What follows belongs to an exercise in optimizing a design on an open flow for small area, a short achievable clock period and few clock cycles per item; a production flow would make more cautious choices.
RTL that was checked went through simulation tests only; none was proved equivalent to the original.

==> inputs of branch juniper <==
// dft_stage
module dft_stage (
    input  logic          clk_i,
    input  logic          rst_n_i,
    input  logic          in_valid_i,
    input  logic [127:0]  in_group_i,
    input  logic [79:0]   twiddles_i,
    output logic          in_credit_o,
    output logic          out_valid_o,
    output logic [127:0]  out_group_o,
    input  logic          out_credit_i
);
export LEC_CHECK = 0
export CAP_MARGIN = 20
export CORE_MARGIN = 2
export CORE_UTILIZATION = 50
export SLEW_MARGIN = 20
create_clock -name core_clock -period 10.0 [get_ports {clk_i}]
standard.sh (not shown) runs the stock make flow with config.mk's settings and CLKGATE_MAP_FILE= SYNTH_SCRIPT=/design/flow/synth_recipe.tcl, a recipe that flattens the netlist after the stock synthesis.
==> flow/flow/run.sh <==
#!/bin/bash
set -euo pipefail
MARGIN=6.5
sed 's|"\${@:-finish}"|SETUP_SLACK_MARGIN='"$MARGIN"' "${@:-finish}"|' standard.sh > standard_margin.sh
grep -q "SETUP_SLACK_MARGIN=$MARGIN" standard_margin.sh
bash standard_margin.sh finish > flow.log 2>&1
==> branch zinc (differences from branch juniper) <==
--- a/flow/design.v
+++ b/flow/design.v
@@ -895,32 +895,31 @@
 module dft_group_scaler (
     input  logic           clk_i,
     input  logic           rst_n_i,
     input  logic           in_valid_i,
     input  logic [127:0]   in_group_i,
     input  logic [79:0]    twiddles_i,
-    input  logic           hold_i,
     output logic           valid_o,
     output logic [59:0]    ha_o,
     output logic [59:0]    hb_o
 );
     logic odd_q;        
     logic odd_arr;
     logic even_arr;
-    logic [2:0] v_q;    
+    logic [3:0] v_q;    
     logic [2:0] o_q;    
     assign odd_arr  = in_valid_i & odd_q;
     assign even_arr = in_valid_i & ~odd_q;
     always_ff @(posedge clk_i or negedge rst_n_i) begin
         if (!rst_n_i) begin
             odd_q <= 1'b0;
             v_q   <= '0;
             o_q   <= '0;
         end else begin
             if (in_valid_i) odd_q <= ~odd_q;
-            v_q <= {v_q[1:0], in_valid_i};
+            v_q <= {v_q[2:0], in_valid_i};
             o_q <= {o_q[1:0], odd_arr};
         end
     end
     logic [119:0] enc;
     for (genvar k = 0; k < 4; k++) begin : g_enc
         dft_booth_enc i_enc_re (.t_i(twiddles_i[20*k+10 +: 10]), .enc_o(enc[30*k+15 +: 15]));
@@ -972,156 +971,87 @@
             .im_r1  (cs_d[l][49:25]),
             .im_r2  (cs_d[l][24:0])
         );
         always_ff @(posedge clk_i) begin
             cs_q[l] <= cs_d[l];
         end
-        logic [24:0] re_x, re_y, im_x, im_y;
-        logic [24:0] re_a, re_b, re_c, im_a, im_b, im_c;
-        assign re_a = cs_q[l][149:125];
-        assign re_b = cs_q[l][124:100];
-        assign re_c = cs_q[l][99:75];
-        assign im_a = cs_q[l][74:50];
-        assign im_b = cs_q[l][49:25];
-        assign im_c = cs_q[l][24:0];
-        assign re_x = re_a ^ re_b ^ re_c;
-        assign re_y = {(re_a[23:0] & re_b[23:0]) | (re_a[23:0] & re_c[23:0]) | (re_b[23:0] & re_c[23:0]), 1'b0};
-        assign im_x = im_a ^ im_b ^ im_c;
-        assign im_y = {(im_a[23:0] & im_b[23:0]) | (im_a[23:0] & im_c[23:0]) | (im_b[23:0] & im_c[23:0]), 1'b0};
-        dft_bk_add #(.W(25)) i_re_add (.a_i(re_x), .b_i(re_y), .ci_i(1'b0), .s_o(re_sum));
-        dft_bk_add #(.W(25)) i_im_add (.a_i(im_x), .b_i(im_y), .ci_i(1'b0), .s_o(im_sum));
+        assign re_sum = cs_q[l][149:125] + cs_q[l][124:100] + cs_q[l][99:75];
+        assign im_sum = cs_q[l][74:50] + cs_q[l][49:25] + cs_q[l][24:0];
         assign prod[59 - 30*l -: 30] = {re_sum[24:10], im_sum[24:10]};
     end
     logic [59:0] ev_a;
     logic [59:0] ev_b;
     for (genvar k = 0; k < 4; k++) begin : g_widen
         assign ev_a[15*k +: 15] = {e_a_q[14*k+13], e_a_q[14*k +: 14]};
         assign ev_b[15*k +: 15] = {e_b2_q[14*k+13], e_b2_q[14*k +: 14]};
     end
     logic [59:0] m_a_q;
     logic [59:0] m_a2_q;
     logic [59:0] m_b_q;
-    logic        m_valid_q;
     always_ff @(posedge clk_i) begin
-        m_a_q <= o_q[1] ? prod : ev_a;
-        if (!hold_i) begin
-            m_b_q  <= o_q[2] ? prod : ev_b;
-            m_a2_q <= m_a_q;
-        end
-    end
-    always_ff @(posedge clk_i or negedge rst_n_i) begin
-        if (!rst_n_i) begin
-            m_valid_q <= 1'b0;
-        end else if (!hold_i) begin
-            m_valid_q <= v_q[2];
-        end
+        m_a_q  <= o_q[1] ? prod : ev_a;
+        m_b_q  <= o_q[2] ? prod : ev_b;
+        m_a2_q <= m_a_q;
     end
-    assign valid_o = m_valid_q;
+    assign valid_o = v_q[3];
     assign ha_o    = m_a2_q;
     assign hb_o    = m_b_q;
 endmodule
 `timescale 1ns/10ps
-module dft_bk_add #(
-    parameter int W = 16
-) (
-    input  logic [W-1:0] a_i,
-    input  logic [W-1:0] b_i,
-    input  logic         ci_i,
-    output logic [W-1:0] s_o
-);
-    localparam int L = $clog2(W);
-    logic [W-1:0] p0;
-    logic [W-1:0] g0;
-    logic [W-1:0] gs [2*L];
-    logic [W-1:0] ps [2*L];
-    assign p0 = a_i ^ b_i;
-    assign g0 = a_i & b_i;
-    assign gs[0] = {g0[W-1:1], g0[0] | (p0[0] & ci_i)};
-    assign ps[0] = p0;
-    for (genvar l = 0; l < L; l++) begin : g_up
-        for (genvar i = 0; i < W; i++) begin : g_bit
-            if ((i + 1) % (1 << (l + 1)) == 0) begin : g_op
-                assign gs[l+1][i] = gs[l][i] | (ps[l][i] & gs[l][i-(1<<l)]);
-                assign ps[l+1][i] = ps[l][i] & ps[l][i-(1<<l)];
-            end else begin : g_pass
-                assign gs[l+1][i] = gs[l][i];
-                assign ps[l+1][i] = ps[l][i];
-            end
-        end
-    end
-    for (genvar l = L - 2; l >= 0; l--) begin : g_down
-        for (genvar i = 0; i < W; i++) begin : g_bit
-            if ((i + 1) % (1 << (l + 1)) == (1 << l) && i >= (1 << (l + 1))) begin : g_op
-                assign gs[2*L-1-l][i] = gs[2*L-2-l][i] | (ps[2*L-2-l][i] & gs[2*L-2-l][i-(1<<l)]);
-                assign ps[2*L-1-l][i] = ps[2*L-2-l][i] & ps[2*L-2-l][i-(1<<l)];
-            end else begin : g_pass
-                assign gs[2*L-1-l][i] = gs[2*L-2-l][i];
-                assign ps[2*L-1-l][i] = ps[2*L-2-l][i];
-            end
-        end
-    end
-    assign s_o = p0 ^ {gs[2*L-1][W-2:0], ci_i};
-endmodule
 module dft_butterfly (
     input  logic [59:0] pair_i,
     output logic [31:0] sum_o,
     output logic [31:0] diff_o
 );
-    logic [15:0] x_re, x_im, y_re, y_im;
-    assign x_re = {pair_i[59], pair_i[59:45]};
-    assign x_im = {pair_i[44], pair_i[44:30]};
-    assign y_re = {pair_i[29], pair_i[29:15]};
-    assign y_im = {pair_i[14], pair_i[14:0]};
-    dft_bk_add #(.W(16)) i_sum_re  (.a_i(x_re), .b_i(y_re),  .ci_i(1'b0), .s_o(sum_o[31:16]));
-    dft_bk_add #(.W(16)) i_sum_im  (.a_i(x_im), .b_i(y_im),  .ci_i(1'b0), .s_o(sum_o[15:0]));
-    dft_bk_add #(.W(16)) i_diff_re (.a_i(x_re), .b_i(~y_re), .ci_i(1'b1), .s_o(diff_o[31:16]));
-    dft_bk_add #(.W(16)) i_diff_im (.a_i(x_im), .b_i(~y_im), .ci_i(1'b1), .s_o(diff_o[15:0]));
+    logic signed [15:0] x_re, x_im, y_re, y_im;
+    assign x_re = 16'($signed(pair_i[59:45]));
+    assign x_im = 16'($signed(pair_i[44:30]));
+    assign y_re = 16'($signed(pair_i[29:15]));
+    assign y_im = 16'($signed(pair_i[14:0]));
+    assign sum_o  = {x_re + y_re, x_im + y_im};
+    assign diff_o = {x_re - y_re, x_im - y_im};
 endmodule
 `timescale 1ns/10ps
 module dft_credit_buffer (
     input  logic           clk_i,
     input  logic           rst_n_i,
     input  logic           in_valid_i,
     input  logic           wr_valid_i,
     input  logic [127:0]   wr_group_i,
     input  logic           out_credit_i,
     output logic           out_valid_o,
     output logic [127:0]   out_group_o,
-    output logic           wr_hold_o,
     output logic           in_credit_o
 );
     localparam int DEPTH = 4;
-    localparam int RING  = DEPTH - 2;
+    localparam int RING  = DEPTH - 1;
     logic [127:0] mem_q [RING];
-    logic         wr_ptr_q;
-    logic         rd_ptr_q;
+    logic [1:0]   wr_ptr_q;
+    logic [1:0]   rd_ptr_q;
     logic [1:0]   ring_fill_q;   
     logic         head_q;        
     logic [127:0] out_q;
     logic [2:0]   sink_q;        
     logic [2:0]   up_q;          
     logic [3:0]   room_q;
     logic         valid_q;
     logic         pop;
     logic         head_free;     
     logic         to_head;       
     logic         from_ring;     
     logic         ring_wr;
-    logic         ring_space;    
     logic         head_next;
     logic [2:0]   sink_next;
     logic [2:0]   up_dec;
     logic [3:0]   room_inc;
     logic         ret;
     assign pop       = valid_q;
     assign head_free = !head_q || pop;
     assign from_ring = head_free && (ring_fill_q != '0);
     assign to_head   = head_free && (ring_fill_q == '0) && wr_valid_i;
-    assign ring_space = (ring_fill_q != 2'(RING)) || from_ring;
-    assign ring_wr   = wr_valid_i && !to_head && ring_space;
-    assign wr_hold_o = wr_valid_i && !to_head && !ring_space;
+    assign ring_wr   = wr_valid_i && !to_head;
     assign head_next = (head_q && !pop) || from_ring || to_head;
     assign sink_next = sink_q + 3'(out_credit_i) - 3'(pop);
     assign out_valid_o = valid_q;
     assign out_group_o = out_q;
     assign up_dec   = up_q - 3'(in_valid_i);
     assign room_inc = room_q + 4'(out_credit_i);
@@ -1143,14 +1073,14 @@
             valid_q     <= 1'b0;
             sink_q      <= 3'(4);
             up_q        <= 3'(4);
             room_q      <= 4'(DEPTH);
             in_credit_o <= 1'b0;
         end else begin
-            if (ring_wr)   wr_ptr_q <= ~wr_ptr_q;
-            if (from_ring) rd_ptr_q <= ~rd_ptr_q;
+            if (ring_wr)   wr_ptr_q <= (wr_ptr_q == 2'(RING - 1)) ? '0 : wr_ptr_q + 1'b1;
+            if (from_ring) rd_ptr_q <= (rd_ptr_q == 2'(RING - 1)) ? '0 : rd_ptr_q + 1'b1;
             ring_fill_q <= ring_fill_q + 2'(ring_wr) - 2'(from_ring);
             head_q      <= head_next;
             valid_q     <= head_next && (sink_next != '0);
             sink_q      <= sink_next;
             up_q        <= up_dec + 3'(ret);
             room_q      <= room_inc - 4'(ret);
@@ -1168,35 +1098,32 @@
     output logic          in_credit_o,
     output logic          out_valid_o,
     output logic [127:0]  out_group_o,
     input  logic          out_credit_i
 );
     logic        h_valid;
-    logic        h_hold;
     logic [59:0] ha;
     logic [59:0] hb;
     dft_group_scaler i_scaler (
         .clk_i      (clk_i),
         .rst_n_i    (rst_n_i),
         .in_valid_i (in_valid_i),
         .in_group_i (in_group_i),
         .twiddles_i (twiddles_i),
-        .hold_i     (h_hold),
         .valid_o    (h_valid),
         .ha_o       (ha),
         .hb_o       (hb)
     );
     logic [31:0] sum0, diff0, sum1, diff1;
     dft_butterfly i_bf_a (.pair_i(ha), .sum_o(sum0), .diff_o(diff0));
     dft_butterfly i_bf_b (.pair_i(hb), .sum_o(sum1), .diff_o(diff1));
     dft_credit_buffer i_buffer (
         .clk_i        (clk_i),
         .rst_n_i      (rst_n_i),
         .in_valid_i   (in_valid_i),
         .wr_valid_i   (h_valid),
-        .wr_hold_o    (h_hold),
         .wr_group_i   ({sum0, sum1, diff0, diff1}),
         .out_credit_i (out_credit_i),
         .out_valid_o  (out_valid_o),
         .out_group_o  (out_group_o),
         .in_credit_o  (in_credit_o)
     );
==> summary of the runs <==
- Of branch juniper and branch zinc, branch zinc has the higher design area (gap 5.2%, measured against branch zinc).
- Of branch zinc and branch juniper, branch zinc has the higher count of clock-buffer cells in the layout (gap 30).
- Between branch zinc and branch juniper, the lower non-clock buffer count is in branch zinc (gap 40).
- Of branch juniper and branch zinc, branch zinc has the higher routed wire length (gap 13%, measured against branch zinc).
- Against branch zinc, the global-route usage of branch juniper is lower by 1.6 points.
- Between branch juniper and branch zinc, the lower synthesized cell count is in branch juniper (gap about 11%, measured against branch zinc).
- Of branch zinc and branch juniper, branch zinc has the higher register-to-register slack (gap 280 ps).
- In branch zinc the worst setup slack is higher than in branch juniper, by 280 ps.
- Against branch juniper, the utilization of branch zinc is lower by 0.93 points.
Testbench counts of branch juniper, summed over its fixed seeds: cycles 2,088, items 2,048.
The RTL of branch zinc was laid out without a check of its function.

-- port drivers added, routing unchanged --
The results above use ideal ports. As a check the final layouts listed here were re-extracted and re-timed, cells and wires unchanged. Step 1: set_driving_cell puts a clkbuf_16 on clk_i and a buf_2 on each other input, an assumption about the parent block. Step 2 adds t to the input delays and takes it off the output delays; t is the mean of the earliest and latest rising clock arrival at the registers after step 1. Input paths then give back, and output paths get back, about the clock's delay inside the block. Slacks: ideal / step 1 / step 2; pairs: ideal / step 1.
| run | t, ns | setup WS [ns] | worst setup path after step 2 | cell pins on the clock port's net |
|---|---|---|---|---|
| branch juniper | 0.842 | 6.287 / 6.287 / 5.928 | input to register | 1 |
| branch zinc | 0.865 | 6.563 / 6.480 / 5.897 | input to register | 1 |
After both steps setup and hold are still met in every run listed. For branch zinc, which loses most, drivers alone change the setup slack by -0.083 ns; drivers and shift together by -0.666 ns.
